From an optimization exercise on the open Yosys and OpenROAD flow, aimed at small area and a short achievable clock period; shortcuts taken in it are not production practice.
In this exercise RTL edits were held to simulation tests only and were not proved equivalent to the original.

==> flow/design.v, too long to show whole: its modules and the start of the top module <==
// module aes_g_xor2: 3 lines
// module aes_g_xnor2: 3 lines
// module aes_g_nand2: 3 lines
// module aes_g_nor2: 3 lines
// module aes_g_and2: 3 lines
// module aes_g_or2: 3 lines
// module aes_g_inv: 3 lines
// module aes_g_mux2: 3 lines
// module aes_g_mux2i: 3 lines
// module aes_sbox_lane: 224 lines
// module aes_sbox_lane_s: 213 lines
// module aes_mix_column: 267 lines
// module aes_column_mixer: 16 lines
// module aes_round_core: 166 lines
module aes_round_core (
	input logic i_clk,
	input logic i_rst,
	input logic i_valid,
	input logic i_decrypt,
	input logic i_skip_mix,
	input aes_gf_pkg::aes_state_t i_state,
	output logic o_valid,
	output aes_gf_pkg::aes_state_t o_state
);
  // ...
==> flow/run.sh <==
#!/bin/bash
# synth_recipe.tcl (not shown) runs the flow's synth.tcl, then flattens the netlist and writes it again
# the make line also repeats each setting of config.mk as NAME=value (left out here)
make -C /OpenROAD-flow-scripts/flow DESIGN_CONFIG=/design/flow/config.mk WORK_HOME=/design/flow/orfs CLKGATE_MAP_FILE= SYNTH_SCRIPT=/design/flow/synth_recipe.tcl finish
==> flow/config.mk <==
export PLATFORM = sky130hd
export DESIGN_NAME = aes_round_core
export DESIGN_NICKNAME = aes_round_core
export VERILOG_FILES = /design/flow/design.v
export SDC_FILE = /design/flow/constraint.sdc
export NUM_CORES = 4
export LEC_CHECK = 0
export CAP_MARGIN = 20
export CORE_MARGIN = 2
export CORE_UTILIZATION = 40
export SETUP_SLACK_MARGIN = 3.0
export SLEW_MARGIN = 20
export SYNTH_HIERARCHICAL = 1
==> flow/constraint.sdc <==
create_clock -name core_clock -period 5.5 [get_ports {i_clk}]
set_input_delay 1.1000 -clock core_clock [delete_from_list [all_inputs] [get_ports {i_clk}]]
set_output_delay 1.1000 -clock core_clock [all_outputs]
set_load 0.01 [all_outputs]
==> summary.md, run 1 <==
| Metric | Value |
|---|---|
| Status | `no timing/DRC/antenna violations` |
| Hold Crit Start | `dec_d[1]` |
| Number of diodes | `1` |
| Die Width | `324 µm` |
| FF-to-FF End | `u_lane0.d_r[0]` |
| Synth cell types | `10` |
| Post-synth top area share | `44.3%` |
| Met3 Usage GRT | `2.48%` |
| GRT met2 Usage | `29.7%` |
| Synth Area in Simple Gates | `7.77%` |
| Port Buffers | `261` |
| Final hold violation count | `0` |
| Multi-input combinational area share | `59.8%` |
| Max-cap violations | `0` |
| Signal buf overhead | `10.0%` |
| Setup WS post-layout | `2810 ps` |
| Top Ports | `262` |
| Clock Tree Root | `clkbuf_16` |
| Worst Path Arrival | `3190 ps` |
| Hold depth | `0` |
| Most frequent cells in the layout | `1627 x xor2_1, 719 x nand2_1, 445 x xnor2_1, 389 x buf_4, 309 x xor2_2` |
| Adder-Cell Fraction of Synth Area | `0%` |
| Met2 wire len | `48.3 mm` |
| Placed inst area | `44300 µm²` |
| Filler cell count | `8738` |
| Total GRT Usage | `17.6%` |
| Clk cell area share | `4.33%` |
| First-pass GRT wire length | `148 mm` |
==> run 2, diff against run 1 <==
--- a/flow/config.mk
+++ b/flow/config.mk
@@ -8,6 +8,6 @@
 export CAP_MARGIN = 20
 export CORE_MARGIN = 2
 export CORE_UTILIZATION = 40
-export SETUP_SLACK_MARGIN = 3.0
+export SETUP_SLACK_MARGIN = 3.4
 export SLEW_MARGIN = 20
 export SYNTH_HIERARCHICAL = 1
==> summary.md, run 2 <==
| Metric | Value |
|---|---|
| Number of buffers created by CTS | `73 (was 69)` |
| Most used cell, CP | `xor2_1 (unchanged)` |
| Max-cap violations | `0 (unchanged)` |
| Worst Setup End Kind | `register (unchanged)` |
| Post-synth top area cell | `xor2_1 (unchanged)` |
| H-tree depth | `3 (unchanged)` |
| Final hold violation count | `0 (unchanged)` |
| Synth area leaders | `xor2_1 44%, dfxtp_1 29%, xnor2_1 10% (unchanged)` |
| Crit path kind | `register to register (unchanged)` |
| Crit path max-delay family | `XOR/XNOR gates (unchanged)` |
| Worst Hold Path EP | `skip_d[2] (was dec_d[2])` |
| Full die area | `105000 µm² (unchanged)` |
| Cell Chain, Critical Path | `xor2_4 > xor2_1 > nand2_1 > xor2_1 > xor2_1 > xor2_1 > nor2_1 > xor2_1 > xor2_2 > nand2_2 > xor2_1 (was xor2_4 > xor2_1 > nand2_1 > xor2_1 > xor2_1 > buf_4 > xor2_4 > nand2_2 > xor2_4 > xor2_2 > nand2_1 > xor2_1)` |
| Most flops, register | `o_state (unchanged)` |
| Min cycle time layout | `2690 ps (about the same)` |
| Final slew viol count | `0 (unchanged)` |
| R2r worst-path depth | `11 (was 12)` |
| Share of post-route cells with drive strength above 1 | `43.2% (was 25.9%)` |
| CP max-delay cell | `dfxtp_4 (unchanged)` |
| Post-synth top area share | `44.3% (unchanged)` |
| # setup viols final | `0 (unchanged)` |
| Mapped Cells | `4387 (unchanged)` |
| Max Freq | `372 MHz (about the same)` |
| Initial antenna violation count | `5 (was 4)` |
| Yosys warns | `9 (unchanged)` |
| Async SR Flop Fraction | `0% (unchanged)` |
| Via count | `29.3k (was 28.1k)` |
| Setup TNS | `0 ps (unchanged)` |
| CTS max path bufs | `3 (unchanged)` |
| DIE HEIGHT | `324 µm (unchanged)` |
| Vias in the first global route | `30.3k (was 28.6k)` |
| Largest net degree at the start of global routing | `77 (was 61)` |
| Crit-path max cell delay | `360 ps (was 390 ps)` |
| R2r setup slk | `2810 ps (about the same)` |
| RSZ-0062 raised after global routing | `true (unchanged)` |
| Total grt overflow | `0 (unchanged)` |
| Area of the core | `101000 µm² (unchanged)` |
| Top Ports | `262 (unchanged)` |
| WL/cell | `15.6 µm (was 15.2 µm)` |
| Status | `no timing/DRC/antenna violations (unchanged)` |
| Clock Pin Slew Worst Setup and Hold Paths | `50 ps (was 60 ps)` |
| Post-route clock period utilization | `48.9% (about the same)` |
| Total GRT Usage | `19.0% (was 17.6%)` |
| WL final | `105 mm (was 97.8 mm)` |
| Gpl congestion | `0.859 (was 0.855)` |
| Top-count cell post-synth | `xor2_1 (unchanged)` |
| Initial Utilization | `40.2% (unchanged)` |
| First-pass GRT wire length | `158 mm (was 148 mm)` |
| Worst rel slew slack | `46.2% (was 29.0%)` |
| Hpwl dp | `72.8 mm (was 70.2 mm)` |
| Critical Path Start Type | `register (unchanged)` |
| Die Width | `324 µm (unchanged)` |
| Clock Tree Root | `clkbuf_16 (unchanged)` |
| Synth cell types | `10 (unchanged)` |
| Final ANT Viol Nets | `0 (unchanged)` |
| Worst min-delay path class | `register to register (unchanged)` |
| Worst Path Arrival | `3210 ps (was 3190 ps)` |
| Synthesized Nets | `4520 (unchanged)` |
| Area of the multi-input gates | `37200 µm² (was 33200 µm²)` |
| Commonest non-fill, non-tap cell in the layout | `xor2_1 (unchanged)` |
| FF-to-FF End | `u_lane14.d_r[2] (was u_lane0.d_r[0])` |
| Worst-margin pin slew | `807 ps (was 1060 ps)` |
| Cell area after synthesis | `40800 µm² (unchanged)` |
| Via density per instance | `4.37 (was 4.38)` |
| Port Buffers | `261 (unchanged)` |
| #FFs+latches synth | `586 (unchanged)` |
| CTS tree | `yes (unchanged)` |
| Filler cell count | `7951 (was 8738)` |
| P&R area growth vs syn | `53.4% (was 36.0%)` |
| Synth Area per Inst | `9.31 µm² (unchanged)` |
| Residual DRC | `0 (unchanged)` |
| Seq. cell area | `12900 µm² (was 12500 µm²)` |
| Final nets | `5425 (was 5129)` |
| Clk Latency, worst-skew pair | `640 ps (was 630 ps)` |
| Top post-synthesis cells by count | `2064 x xor2_1, 736 x nand2_1, 586 x dfxtp_1 (unchanged)` |
| Clock Sinks | `586 (unchanged)` |
| DR iter-0 viols | `922 (was 980)` |
| Hold Crit Start | `skip_d[1] (was dec_d[1])` |
| WP data required | `6020 ps (was 6000 ps)` |
| Register area share after synthesis | `28.7% (unchanged)` |
| Reg2reg start | `u_lane14.in_q[2] (was u_lane0.in_q[3])` |
| Worst-path fanout max | `3 (was 4)` |
| Crit path buffers/inverters | `0 (was 1)` |
| Row cnt | `117 (unchanged)` |
| Ys flop type | `dfxtp_1 (unchanged)` |
| Post-synth EDFFs | `0 (unchanged)` |
| Final Skew | `22.0 ps (was 20.8 ps)` |
| Max reg flops | `128 (unchanged)` |
| Hold depth | `0 (unchanged)` |
| Detailed-router iteration count before antenna repair | `5 (unchanged)` |
| Most frequent cells in the layout | `1408 x xor2_1, 629 x nand2_1, 604 x buf_4, 438 x xor2_2, 368 x xnor2_1 (was 1627 x xor2_1, 719 x nand2_1, 445 x xnor2_1, 389 x buf_4, 309 x xor2_2)` |
[run 2: cell counts after synthesis]
Identical to the previous run, type by type.
[run 2: layer usage]
metal | GRT usage (%) | vias up | share of wire [%]
met3 | 3.14 | 145 | 3.5
met5 | 0 | - | 0
met4 | 4.89 | 0 | 2.2
met2 | 32.6 | 400 | 50
met1 | 24.7 | 14100 | 44
li1 | - | 14700 | -
[run 2: worst max-delay path by stage]
stage / from / to / cells past startpoint
after floorplan: skip_d[3] / o_state[0] / 5
after global placement: u_lane9.b_r[2] / u_lane9.o_q[6] / 10
final: u_lane14.in_q[2] / u_lane14.d_r[2] / 11
after global routing: u_lane14.in_q[2] / u_lane14.d_r[3] / 11
after detailed placement: u_lane9.b_r[2] / u_lane9.o_q[6] / 10
after CTS: u_lane15.in_q[1] / u_lane15.d_r[2] / 11
[run 2: through the flow]
| step | utilization [%] | setup WS, ps | hold WS [ps] | cell area (µm²) | cells |
|---|---|---|---|---|---|
| final | 61.7 | 2810 | 339 | 62600 | 6714 |
| after global routing | 61.7 | 2670 | 350 | 62600 | 6713 |
| after CTS | 56.4 | 2970 | 343 | 57200 | 6502 |
| after detailed placement | 46.6 | 2410 | 322 | 47300 | 5897 |
| after global placement | 46.6 | 2400 | 332 | 47300 | 5897 |
| after floorplan | - | 3000 | 309 | 43800 | 4387 |
[run 2: cell families (layout without fill, tap and decap cells)]
kind of cell	after synthesis	after routing	share of synthesized area (%)
buffers and inverters	161	1119	2.66
XOR/XNOR	2544	2544	54.6
multiplexers	256	256	6.28
flip-flops	586	586	28.7
other	0	1	0
AND/OR/NAND/NOR	840	840	7.77
[run 2: timing repair]
item                                    in CTS  in global routing
hold buffers                                 0                  0
resized for setup                         1368                652
cloned                                       1                  0
endpoints found under the setup margin     447                433
pin swaps                                  362                370
setup buffers                              476                211
endpoints found under the hold margin        0                  0
[run 2: worst reg2reg max path: cells and delay by family (launching register included)]
kind / cells / cell delay [ps]
and+or+nand+nor: 3 / 340
DFF: 1 / 360
xor gates and xnor gates: 8 / 1900
[run 2: layout make-up]
| class | instances | area share (%) |
|---|---|---|
| flip-flops and latches | 586 | 20.6 |
| repair buffers | 957 | 13.0 |
| multi-input cells | 3640 | 59.4 |
| inverters | 33 | 0.204 |
| diodes | 1 | 0.00400 |
| clock buffers | 96 | 3.23 |
| clock inverters | 32 | 0.785 |
| repair inverters | 1 | 0.00799 |
| well taps | 1368 | 2.73 |
[run 2: Yosys stat by module (local to each module, per instance), excerpt]
module / cell area (µm²) / flip-flops and latches / copies in the design / cells inside
aes_g_nand2: 3.75 / 0 / 736 / 1
aes_sbox_lane_s: 561 / 28 / 8 / 28
aes_g_inv: 3.75 / 0 / 32 / 1
aes_sbox_lane: 561 / 28 / 8 / 28
aes_g_mux2i: 10.0 / 0 / 256 / 1
aes_g_xor2: 8.76 / 0 / 2064 / 1
aes_g_xnor2: 8.76 / 0 / 352 / 1
aes_g_nor2: 3.75 / 0 / 96 / 1
aes_round_core: 2790 / 138 / 1 / 143
aes_g_and2: 6.26 / 0 / 4 / 1
aes_mix_column: 520 / 0 / 4 / 64
==> run 3, diff against run 2 <==
--- a/flow/config.mk
+++ b/flow/config.mk
@@ -8,6 +8,6 @@
 export CAP_MARGIN = 20
 export CORE_MARGIN = 2
 export CORE_UTILIZATION = 40
-export SETUP_SLACK_MARGIN = 3.4
+export SETUP_SLACK_MARGIN = 2.2
 export SLEW_MARGIN = 20
 export SYNTH_HIERARCHICAL = 1
==> summary.md, run 3 <==
| Metric | Value |
|---|---|
| Status | `no timing/DRC/antenna violations (unchanged)` |
| Post-synth EDFFs | `0 (unchanged)` |
| Post-synthesis mux area share | `6.28% (unchanged)` |
| Crit path max-delay family | `XOR/XNOR gates (unchanged)` |
| Crit path buffers/inverters | `0 (unchanged)` |
| Clock Sinks | `586 (unchanged)` |
| Complex-gate fraction of the synthesized area | `0% (unchanged)` |
| Clk Latency, worst-skew pair | `620 ps (was 640 ps)` |
| Layout Cells excl Fill | `6024 (was 6714)` |
| # setup viols final | `0 (unchanged)` |
| CP max-delay cell | `xor2_1 (was dfxtp_4)` |
| Total GRT Usage | `16.4% (was 19.0%)` |
| Post-CTS Setup Inserts | `0 (was 476)` |
| RSZ-0062 raised after global routing | `false (was true)` |
| Worst rel slew slack | `27.9% (was 46.2%)` |
| Via count | `26.3k (was 29.3k)` |
| Synthesized Nets | `4520 (unchanged)` |
| Worst-path fanout max | `7 (was 3)` |
| Cell area after synthesis | `40800 µm² (unchanged)` |
| WL/cell | `14.4 µm (was 15.6 µm)` |
| Worst-margin pin slew | `1080 ps (was 807 ps)` |
| Synth Area per Inst | `9.31 µm² (unchanged)` |
| Final hold violation count | `0 (unchanged)` |
| Post-synth top area share | `44.3% (unchanged)` |
| Synth Area in Simple Gates | `7.77% (unchanged)` |
| WP data required | `6000 ps (was 6020 ps)` |
| Crit-path max cell delay | `690 ps (was 360 ps)` |
| Min cycle time layout | `3110 ps (was 2690 ps)` |
| Ys flop type | `dfxtp_1 (unchanged)` |
| Worst Path Arrival | `3600 ps (was 3210 ps)` |
| Synth cell types | `10 (unchanged)` |
| Top-count cell post-synth | `xor2_1 (unchanged)` |
| Clock Tree Root | `clkbuf_16 (unchanged)` |
| Initial Utilization | `40.2% (unchanged)` |
| Post-route clock period utilization | `56.5% (was 48.9%)` |
| CTS tree | `yes (unchanged)` |
| Top post-synthesis cells by count | `2064 x xor2_1, 736 x nand2_1, 586 x dfxtp_1 (unchanged)` |
| CTS max path bufs | `3 (unchanged)` |
| Placed cells | `5897 (unchanged)` |
| Total grt overflow | `0 (unchanged)` |
| Row cnt | `117 (unchanged)` |
| Final ANT Viol Nets | `0 (unchanged)` |
| Seq. cell area | `11700 µm² (was 12900 µm²)` |
| Most frequent cells in the layout | `2063 x xor2_1, 736 x nand2_1, 585 x dfxtp_1, 480 x xnor2_1, 260 x clkdlybuf4s50_1 (was 1408 x xor2_1, 629 x nand2_1, 604 x buf_4, 438 x xor2_2, 368 x xnor2_1)` |
| Most used cell, CP | `xor2_1 (unchanged)` |
| Area of the core | `101000 µm² (unchanged)` |
| Hpwl dp | `69.9 mm (was 72.8 mm)` |
| Yosys warns | `9 (unchanged)` |
| Async SR Flop Fraction | `0% (unchanged)` |
| Largest family of logic cells by synthesized area | `XOR/XNOR gates (unchanged)` |
| Post-CTS sizing | `0 (was 1368)` |
| P&R area growth vs syn | `14.7% (was 53.4%)` |
| Max Freq | `322 MHz (was 372 MHz)` |
| Worst Setup End Kind | `register (unchanged)` |
| Area of the multi-input gates | `28000 µm² (was 37200 µm²)` |
| Post-synthesis xor/xnor area fraction | `54.6% (unchanged)` |
| Most flops, register | `o_state (unchanged)` |
| Mapped Cells | `4387 (unchanged)` |
| Max reg flops | `128 (unchanged)` |
| Synth area leaders | `xor2_1 44%, dfxtp_1 29%, xnor2_1 10% (unchanged)` |
| WL final | `86.7 mm (was 105 mm)` |
| Commonest non-fill, non-tap cell in the layout | `xor2_1 (unchanged)` |
| Setup TNS | `0 ps (unchanged)` |
| Filler cell count | `9779 (was 7951)` |
| H-tree depth | `3 (unchanged)` |
| Top Ports | `262 (unchanged)` |
| Critical Path Start Type | `register (unchanged)` |
| Final nets | `4735 (was 5425)` |
| DR iter-0 viols | `965 (was 922)` |
| Number of buffers created by CTS | `70 (was 73)` |
| Largest net degree at the start of global routing | `67 (was 77)` |
| Register area share after synthesis | `28.7% (unchanged)` |
| Detailed-router iteration count before antenna repair | `4 (was 5)` |
| Initial antenna violation count | `4 (was 5)` |
| First-pass GRT wire length | `138 mm (was 158 mm)` |
| Clock Pin Slew Worst Setup and Hold Paths | `60 ps (was 50 ps)` |
| Crit path kind | `register to register (unchanged)` |
| Via density per instance | `4.36 (was 4.37)` |
| DIE HEIGHT | `324 µm (unchanged)` |
| Vias in the first global route | `26.3k (was 30.3k)` |
| Cell Chain, Critical Path | `xor2_1 > xor2_1 > xor2_1 > xor2_1 > xor2_1 > nand2_1 > xnor2_1 (was xor2_4 > xor2_1 > nand2_1 > xor2_1 > xor2_1 > xor2_1 > nor2_1 > xor2_1 > xor2_2 > nand2_2 > xor2_1)` |
| Full die area | `105000 µm² (unchanged)` |
| Final slew viol count | `0 (unchanged)` |
| Port Buffers | `261 (unchanged)` |
| Residual DRC | `0 (unchanged)` |
| Max-cap violations | `0 (unchanged)` |
| Worst min-delay path class | `register to register (unchanged)` |
| #FFs+latches synth | `586 (unchanged)` |
| Number of diodes | `0 (was 1)` |
| Adder-Cell Fraction of Synth Area | `0% (unchanged)` |
| Die Width | `324 µm (unchanged)` |
| Hold-fix buffers at CTS | `0 (unchanged)` |
| Final Skew | `14.7 ps (was 22.0 ps)` |
| Post-synth top area cell | `xor2_1 (unchanged)` |
| Gpl congestion | `0.867 (was 0.859)` |
| Share of post-route cells with drive strength above 1 | `2.81% (was 43.2%)` |
run 3: stage by stage:
stage	setup slack [ps]	cell area (µm²)	hold WS, ps	utilization (%)
after floorplan	2330	40800	310	-
after global placement	2550	44300	310	43.7
after detailed placement	2430	44300	312	43.7
after CTS	2410	46800	331	46.2
after global routing	2220	46800	336	46.2
final	2390	46800	329	46.2
run 3: area by class of cell:
| type | count | share of cell area, % |
|---|---|---|
| clock inverter | 35 | 1.17 |
| clock buffer | 91 | 4.26 |
| multi-input combinational | 3640 | 59.8 |
| timing repair buffer | 271 | 5.76 |
| sequential | 586 | 25.1 |
| tap | 1368 | 3.65 |
| inverter | 33 | 0.270 |
run 3: per-module statistics from Yosys (local to each module, per instance), a selection:
module,times used,flops+latches
aes_g_xnor2,352,0
aes_g_and2,4,0
aes_round_core,1,138
aes_g_inv,32,0
aes_sbox_lane_s,8,28
aes_g_mux2i,256,0
aes_g_xor2,2064,0
aes_g_nor2,96,0
run 3: logic make-up after synthesis:
| group | after synthesis |
|---|---|
| simple gates | 840 |
| xor+xnor | 2544 |
| buf+inv | 161 |
| flops | 586 |
| mux | 256 |
run 3: worst reg2reg max path: stages, from the launching register on:
cell and delay [ps]:
dfxtp_1 430, xor2_1 600, xor2_1 690, xor2_1 400
xor2_1 330, xor2_1 240, nand2_1 130, xnor2_1 180
run 3: metal layers:
metal,vias to the layer above,routed length (µm),GRT usage [%]
li1,13900,-,-
met1,12000,44700,23.6
met2,334,37200,25.3
met3,97,2920,2.42
met4,0,1810,4.87
met5,-,0,0
run 3: worst paths after layout:
kind | depth (start not counted) | endpoint | slack (ps) | startpoint
worst max-delay path | 7 | o_state[125] | 2390 | u_lane0.o_q[7]
worst min-delay path | 0 | skip_d[3] | 330 | skip_d[2]
worst max register to register | 7 | o_state[125] | 2390 | u_lane0.o_q[7]
worst min register to register | 0 | skip_d[3] | 330 | skip_d[2]
==> run 4, diff against run 3 <==
--- a/flow/config.mk
+++ b/flow/config.mk
@@ -8,6 +8,6 @@
 export CAP_MARGIN = 20
 export CORE_MARGIN = 2
 export CORE_UTILIZATION = 40
-export SETUP_SLACK_MARGIN = 2.2
+export SETUP_SLACK_MARGIN = 2.6
 export SLEW_MARGIN = 20
 export SYNTH_HIERARCHICAL = 1
==> summary.md, run 4 <==
| Metric | Value |
|---|---|
| Status | `no timing/DRC/antenna violations (unchanged)` |
| CP max-delay cell | `dfxtp_1 (was xor2_1)` |
| Synth Area per Inst | `9.31 µm² (unchanged)` |
| R2r setup slk | `2700 ps (was 2390 ps)` |
| Final nets | `4770 (was 4735)` |
| Post-synth top area cell | `xor2_1 (unchanged)` |
| WP data required | `5990 ps (was 6000 ps)` |
| Final Skew | `23.2 ps (was 14.7 ps)` |
| P&R area growth vs syn | `18.1% (was 14.7%)` |
| WL final | `88.5 mm (was 86.7 mm)` |
| Hold-fix buffers at CTS | `0 (unchanged)` |
| WL/cell | `14.6 µm (was 14.4 µm)` |
| Crit path from | `u_lane10.in_q[3] (was u_lane0.o_q[7])` |
| Final hold violation count | `0 (unchanged)` |
| Min cycle time layout | `2800 ps (was 3110 ps)` |
| Yosys warns | `9 (unchanged)` |
| Number of buffers created by CTS | `68 (was 70)` |
| Max reg flops | `128 (unchanged)` |
| Port Buffers | `261 (unchanged)` |
| Mapped Cells | `4387 (unchanged)` |
| Crit-path max cell delay | `440 ps (was 690 ps)` |
| Worst Path Arrival | `3290 ps (was 3600 ps)` |
| Async SR Flop Fraction | `0% (unchanged)` |
| Crit path buffers/inverters | `0 (unchanged)` |
| Area of the multi-input gates | `29300 µm² (was 28000 µm²)` |
| Share of post-route cells with drive strength above 1 | `8.14% (was 2.81%)` |
| First-pass GRT wire length | `138 mm (about the same)` |
| Filler cell count | `9648 (was 9779)` |
| Hpwl dp | `70.1 mm (was 69.9 mm)` |
| Area of the core | `101000 µm² (unchanged)` |
| Cell Chain, Critical Path | `xor2_2 > xor2_1 > nand2_1 > xor2_1 > xor2_1 > xor2_1 > nand2_1 > xor2_2 > xor2_1 > nand2_1 > xor2_1 (was xor2_1 > xor2_1 > xor2_1 > xor2_1 > xor2_1 > nand2_1 > xnor2_1)` |
| Worst Setup End Kind | `register (unchanged)` |
| #FFs+latches synth | `586 (unchanged)` |
| DR iter-0 viols | `935 (was 965)` |
| CP Capture Point | `u_lane10.d_r[1] (was o_state[125])` |
| Ys flop type | `dfxtp_1 (unchanged)` |
| Initial antenna violation count | `3 (was 4)` |
| Most flops, register | `o_state (unchanged)` |
| Gpl congestion | `0.862 (was 0.867)` |
| Worst-path fanout max | `4 (was 7)` |
| Worst rel slew slack | `29.7% (was 27.9%)` |
| Register area share after synthesis | `28.7% (unchanged)` |
| Max Freq | `357 MHz (was 322 MHz)` |
| Clock Pin Slew Worst Setup and Hold Paths | `60 ps (about the same)` |
| Synthesized Nets | `4520 (unchanged)` |
| Seq. cell area | `11800 µm² (was 11700 µm²)` |
| Crit path max-delay family | `XOR/XNOR gates (unchanged)` |
| Row cnt | `117 (unchanged)` |
| CTS tree | `yes (unchanged)` |
| Crit path kind | `register to register (unchanged)` |
| Total GRT Usage | `16.4% (about the same)` |
| FF-to-FF End | `u_lane10.d_r[1] (was o_state[125])` |
| Final ANT Viol Nets | `0 (unchanged)` |
| Hold_ws | `323 ps (was 329 ps)` |
| Top post-synthesis cells by count | `2064 x xor2_1, 736 x nand2_1, 586 x dfxtp_1 (unchanged)` |
| Cell area after synthesis | `40800 µm² (unchanged)` |
| R2r worst-path depth | `11 (was 7)` |
| Most Crowded Layer GR | `met2 (unchanged)` |
| Post-synth EDFFs | `0 (unchanged)` |
| Setup TNS | `0 ps (unchanged)` |
| Final slew viol count | `0 (unchanged)` |
| Worst-margin pin slew | `1050 ps (was 1080 ps)` |
| Top Ports | `262 (unchanged)` |
| RSZ-0062 raised after global routing | `true (was false)` |
| # setup viols final | `0 (unchanged)` |
| Initial Utilization | `40.2% (unchanged)` |
| Met3 Usage GRT | `2.39% (was 2.42%)` |
| Max-cap violations | `0 (unchanged)` |
| Total grt overflow | `0 (unchanged)` |
| Clk Latency, worst-skew pair | `620 ps (about the same)` |
| Commonest non-fill, non-tap cell in the layout | `xor2_1 (unchanged)` |
| Synth cell types | `10 (unchanged)` |
| Full die area | `105000 µm² (unchanged)` |
| Detailed-router iteration count before antenna repair | `5 (was 4)` |
| Top-count cell post-synth | `xor2_1 (unchanged)` |
| Post-synth top area share | `44.3% (unchanged)` |
| Residual DRC | `0 (unchanged)` |
| Worst min-delay path class | `register to register (unchanged)` |
| Clock Sinks | `586 (unchanged)` |
| Via count | `26.4k (was 26.3k)` |
| Die Width | `324 µm (unchanged)` |
| GRT met2 Usage | `25.5% (was 25.3%)` |
| CTS max path bufs | `3 (unchanged)` |
| Reg2reg start | `u_lane10.in_q[3] (was u_lane0.o_q[7])` |
| Post-route clock period utilization | `50.9% (was 56.5%)` |
| Most frequent cells in the layout | `1907 x xor2_1, 736 x nand2_1, 542 x dfxtp_1, 466 x xnor2_1, 260 x clkdlybuf4s50_1 (was 2063 x xor2_1, 736 x nand2_1, 585 x dfxtp_1, 480 x xnor2_1, 260 x clkdlybuf4s50_1)` |
| Global Route met1 Usage | `23.6% (about the same)` |
| Largest net degree at the start of global routing | `71 (was 67)` |
| Most used cell, CP | `xor2_1 (unchanged)` |
| Final Util | `47.5% (was 46.2%)` |
| Worst path depth | `11 (was 7)` |
| Clock Tree Root | `clkbuf_16 (unchanged)` |
| Vias in the first global route | `26.3k (about the same)` |
| Synth area leaders | `xor2_1 44%, dfxtp_1 29%, xnor2_1 10% (unchanged)` |
| DIE HEIGHT | `324 µm (unchanged)` |
| Critical Path Start Type | `register (unchanged)` |
| H-tree depth | `3 (unchanged)` |
| Via density per instance | `4.36 (about the same)` |
-- run 4: area by class of cell --
class,instances,share of cell area [%]
antenna,1,0.00519
clock buffer,91,4.11
clock inverter,32,0.610
inverter,33,0.265
multi-input combinational,3640,60.8
sequential,586,24.5
tap,1368,3.55
timing repair buffer,308,6.21
-- run 4: modules after synthesis, one instance, submodules excluded, excerpt --
module / flops+latches / cell area, µm²
aes_g_inv: 0 / 3.75
aes_g_nand2: 0 / 3.75
aes_g_nor2: 0 / 3.75
aes_mix_column: 0 / 520
aes_round_core: 138 / 2790
aes_sbox_lane: 28 / 561
aes_sbox_lane_s: 28 / 561
-- run 4: cell families after synthesis --
family / after synthesis / share of synthesized area, %
buffers and inverters: 161 / 2.66
multiplexers: 256 / 6.28
XOR/XNOR: 2544 / 54.6
flip-flops: 586 / 28.7
AND/OR/NAND/NOR: 840 / 7.77
-- run 4: repair_timing --
action | CTS | global route
pin swaps | 0 | 44
gates cloned | 0 | 0
resized for setup | 2 | 210
setup buffers | 0 | 40
endpoints found under the setup margin | 7 | 138
-- run 4: through the flow --
stage	setup slack, ps	std cells	instance area, µm²
global placement	2540	5894	44300
finish	2700	6059	48200
floorplan	2680	4387	40800
global route	2510	6058	48200
CTS	2600	6017	46600
detailed placement	2490	5894	44300
-- run 4: worst min-delay path by stage --
stage | start | end | cells past startpoint
6_report | dec_d[1] | dec_d[2] | 0
5_1_grt | dec_d[1] | dec_d[2] | 0
4_1_cts | dec_d[1] | dec_d[2] | 0
3_5_place_dp | dec_d[1] | dec_d[2] | 0
3_3_place_gp | dec_d[1] | dec_d[2] | 0
2_1_floorplan | dec_d[1] | dec_d[2] | 0
-- run 4: metal layers --
metal | up-vias | routed length, µm
li1 | 13800 | -
met1 | 12200 | 45000
met2 | 329 | 38800
met3 | 87 | 3140
met4 | 0 | 1520
met5 | - | 0
==> run 5, diff against run 4 <==
--- a/flow/config.mk
+++ b/flow/config.mk
@@ -7,7 +7,8 @@
 export LEC_CHECK = 0
 export CAP_MARGIN = 20
 export CORE_MARGIN = 2
-export CORE_UTILIZATION = 40
+export CORE_UTILIZATION = 60
+export PLACE_DENSITY = 0.72
 export SETUP_SLACK_MARGIN = 2.6
 export SLEW_MARGIN = 20
 export SYNTH_HIERARCHICAL = 1
==> summary.md, run 5 <==
| Metric | Value |
|---|---|
| Status | `no timing/DRC/antenna violations (unchanged)` |
| Top post-synthesis cells by count | `2064 x xor2_1, 736 x nand2_1, 586 x dfxtp_1 (unchanged)` |
| Post-route cell area | `47400 µm² (was 48200 µm²)` |
| Worst Setup End Kind | `register (unchanged)` |
| WL final | `83.1 mm (was 88.5 mm)` |
| Filler cell count | `5292 (was 9648)` |
| Final nets | `4767 (was 4770)` |
| Largest net degree at the start of global routing | `81 (was 71)` |
| Post-synth top area cell | `xor2_1 (unchanged)` |
| Die Width | `265 µm (was 324 µm)` |
| Detailed-router iteration count before antenna repair | `7 (was 5)` |
| Clock Tree Root | `clkbuf_16 (unchanged)` |
| Worst Path Arrival | `3250 ps (was 3290 ps)` |
| Worst rel slew slack | `31.9% (was 29.7%)` |
| Number of buffers created by CTS | `66 (was 68)` |
| Final slew viol count | `0 (unchanged)` |
| Synth Area per Inst | `9.31 µm² (unchanged)` |
| Synth cell types | `10 (unchanged)` |
| Cell Chain, Critical Path | `xor2_1 > xor2_1 > nand2_1 > xor2_1 > xor2_1 > xor2_1 > xnor2_2 > xor2_2 > xor2_1 > mux2i_1 (was xor2_2 > xor2_1 > nand2_1 > xor2_1 > xor2_1 > xor2_1 > nand2_1 > xor2_2 > xor2_1 > nand2_1 > xor2_1)` |
| Crit-path max cell delay | `410 ps (was 440 ps)` |
| Hold_ws | `319 ps (was 323 ps)` |
| Initial Utilization | `60.7% (was 40.2%)` |
| CTS tree | `yes (unchanged)` |
| Critical Path Start Type | `register (unchanged)` |
| Min cycle time layout | `2820 ps (was 2800 ps)` |
| Port Buffers | `261 (unchanged)` |
| Cell area after synthesis | `40800 µm² (unchanged)` |
| Clk Latency, worst-skew pair | `590 ps (was 620 ps)` |
| Clock Pin Slew Worst Setup and Hold Paths | `60 ps (about the same)` |
| Synthesized Nets | `4520 (unchanged)` |
| Worst min-delay path class | `register to register (unchanged)` |
| Ys flop type | `dfxtp_1 (unchanged)` |
| Top Ports | `262 (unchanged)` |
| #FFs+latches synth | `586 (unchanged)` |
| Initial antenna violation count | `4 (was 3)` |
| Vias in the first global route | `26.4k (was 26.3k)` |
| Row cnt | `95 (was 117)` |
| Worst-path fanout max | `4 (unchanged)` |
| CTS max path bufs | `3 (unchanged)` |
| WL/cell | `15.0 µm (was 14.6 µm)` |
| Adder-Cell Fraction of Synth Area | `0% (unchanged)` |
| Async SR Flop Fraction | `0% (unchanged)` |
| Via count | `26.5k (was 26.4k)` |
| DIE HEIGHT | `265 µm (was 324 µm)` |
| Post-synth EDFFs | `0 (unchanged)` |
| P&R area growth vs syn | `16.1% (was 18.1%)` |
| Yosys warns | `9 (unchanged)` |
| Synth Area in Simple Gates | `7.77% (unchanged)` |
| Post-synthesis mux area share | `6.28% (unchanged)` |
| Max reg flops | `128 (unchanged)` |
| Complex-gate fraction of the synthesized area | `0% (unchanged)` |
| Post-route clock period utilization | `51.2% (was 50.9%)` |
| DR iter-0 viols | `1086 (was 935)` |
| Mapped Cells | `4387 (unchanged)` |
| Residual DRC | `0 (unchanged)` |
| First-pass GRT wire length | `133 mm (was 138 mm)` |
| Final hold violation count | `0 (unchanged)` |
| RSZ-0062 raised after global routing | `true (unchanged)` |
| Most frequent cells in the layout | `1919 x xor2_1, 736 x nand2_1, 540 x dfxtp_1, 469 x xnor2_1, 260 x clkdlybuf4s50_1 (was 1907 x xor2_1, 736 x nand2_1, 542 x dfxtp_1, 466 x xnor2_1, 260 x clkdlybuf4s50_1)` |
| Placed inst area | `43700 µm² (was 44300 µm²)` |
| Synth area leaders | `xor2_1 44%, dfxtp_1 29%, xnor2_1 10% (unchanged)` |
| Post-synth top area share | `44.3% (unchanged)` |
| Total grt overflow | `0 (unchanged)` |
| Final ANT Viol Nets | `0 (unchanged)` |
| Max Freq | `355 MHz (was 357 MHz)` |
| Clock Sinks | `586 (unchanged)` |
| Share of post-route cells with drive strength above 1 | `7.56% (was 8.14%)` |
| Most flops, register | `o_state (unchanged)` |
| Post-synthesis xor/xnor area fraction | `54.6% (unchanged)` |
| Gpl congestion | `0.915 (was 0.862)` |
| # setup viols final | `0 (unchanged)` |
| Crit path kind | `register to register (unchanged)` |
| Worst-margin pin slew | `1020 ps (was 1050 ps)` |
| Hold-fix buffers at CTS | `0 (unchanged)` |
| Register area share after synthesis | `28.7% (unchanged)` |
| Most used cell, CP | `xor2_1 (unchanged)` |
| Setup TNS | `0 ps (unchanged)` |
| Via density per instance | `4.77 (was 4.36)` |
| Area of the core | `67300 µm² (was 101000 µm²)` |
| Full die area | `70200 µm² (was 105000 µm²)` |
| Commonest non-fill, non-tap cell in the layout | `xor2_1 (unchanged)` |
| Final Skew | `16.6 ps (was 23.2 ps)` |
| H-tree depth | `3 (unchanged)` |
| Largest family of logic cells by synthesized area | `XOR/XNOR gates (unchanged)` |
| Hpwl dp | `64.2 mm (was 70.1 mm)` |
| WP data required | `5940 ps (was 5990 ps)` |
| Max-cap violations | `0 (unchanged)` |
| Top-count cell post-synth | `xor2_1 (unchanged)` |
| CP max-delay cell | `dfxtp_1 (unchanged)` |
| Total GRT Usage | `22.9% (was 16.4%)` |
-- run 5: area by class of cell --
cell class | count | area [µm²] | area share [%]
multi-input combinational | 3640 | 29200 | 61.6
sequential | 586 | 11800 | 24.9
timing repair buffer | 307 | 2980 | 6.30
clock buffer | 98 | 2030 | 4.28
tap | 873 | 1090 | 2.30
clock inverter | 18 | 188 | 0.396
inverter | 33 | 128 | 0.269
antenna | 2 | 5.00 | 0.0106
-- run 5: cells by family after synthesis --
logic type	Yosys count
XOR/XNOR	2544
buffers and inverters	161
multiplexers	256
flip-flops	586
AND/OR/NAND/NOR	840
-- run 5: final timing paths --
path / start / to / slack [ps] / cells after the start
worst min-delay path: dec_d[1] / dec_d[2] / 320 / 0
worst max-delay path: u_lane0.d_r[3] / u_lane0.o_q[6] / 2680 / 10
worst max register to register: u_lane0.d_r[3] / u_lane0.o_q[6] / 2680 / 10
worst min register to register: dec_d[1] / dec_d[2] / 320 / 0
-- run 5: worst max-delay path, delay by kind of cell, from the launching register on --
kind                      cells  cell delay, ps
xor gates and xnor gates      8            2070
DFF                           1             410
muxes                         1              90
and+or+nand+nor               1              90
-- run 5: Yosys stat by module, one instance, submodules excluded, a selection --
| module | copies in the design | cells | flip-flops and latches | area, µm² |
|---|---|---|---|---|
| aes_g_inv | 32 | 1 | 0 | 3.75 |
| aes_g_mux2i | 256 | 1 | 0 | 10.0 |
| aes_g_nand2 | 736 | 1 | 0 | 3.75 |
| aes_g_nor2 | 96 | 1 | 0 | 3.75 |
| aes_g_xnor2 | 352 | 1 | 0 | 8.76 |
| aes_g_xor2 | 2064 | 1 | 0 | 8.76 |
| aes_sbox_lane | 8 | 28 | 28 | 561 |
-- run 5: what timing repair did --
item,4_1_cts,5_1_grt
pin swaps,0,46
endpoints found under the setup margin,8,135
resized for setup,2,198
buffers inserted,0,39
-- run 5: metal layers --
layer	part of all wire, %	up-vias	track usage (%)
li1	-	13700	-
met1	47	12300	31.0
met2	47	382	38.1
met3	3.5	107	3.15
met4	2.2	4	6.57
met5	0.036	-	0
-- run 5: stage by stage --
step                      cells  setup slack, ps  util [%]
final                      5557             2680      70.5
after global routing       5557             2460      70.5
after CTS                  5516             2610      68.2
after detailed placement   5400             2490      64.9
after global placement     5400             2560      64.9
after floorplan            4387             2680         -

-- re-timing with driven ports --
The results above use ideal ports. As a check the final layouts listed here were re-extracted and re-timed, cells and wires unchanged. Step 1: set_driving_cell puts a clkbuf_16 on i_clk and a buf_2 on each other input, an assumption about the parent block. Step 2 adds t to the input delays and takes it off the output delays; t is the mean of the earliest and latest rising clock arrival at the registers after step 1. Input paths then give back, and output paths get back, about the clock's delay inside the block. Slacks: ideal ports / drivers / drivers and shift; pairs: ideal ports / drivers.
run | t (ns) | slack for setup (ns) | latest minus earliest clock arrival (ns) | worst data-port slew with drivers (ns)
run 1 | 0.691 | 2.813 / 2.813 / 2.484 | 0.023 / 0.023 | 0.06
run 2 | 0.704 | 2.808 / 2.808 / 2.803 | 0.022 / 0.023 | 0.05
run 3 | 0.684 | 2.392 / 2.392 / 2.392 | 0.016 / 0.017 | 0.06
run 4 | 0.680 | 2.702 / 2.635 / 2.463 | 0.025 / 0.026 | 0.07
run 5 | 0.646 | 2.683 / 2.683 / 2.400 | 0.018 / 0.018 | 0.11
After both steps setup and hold are still met in every run listed. For run 1, which loses most, drivers alone change the setup slack by 0.000 ns; drivers and shift together by -0.329 ns.
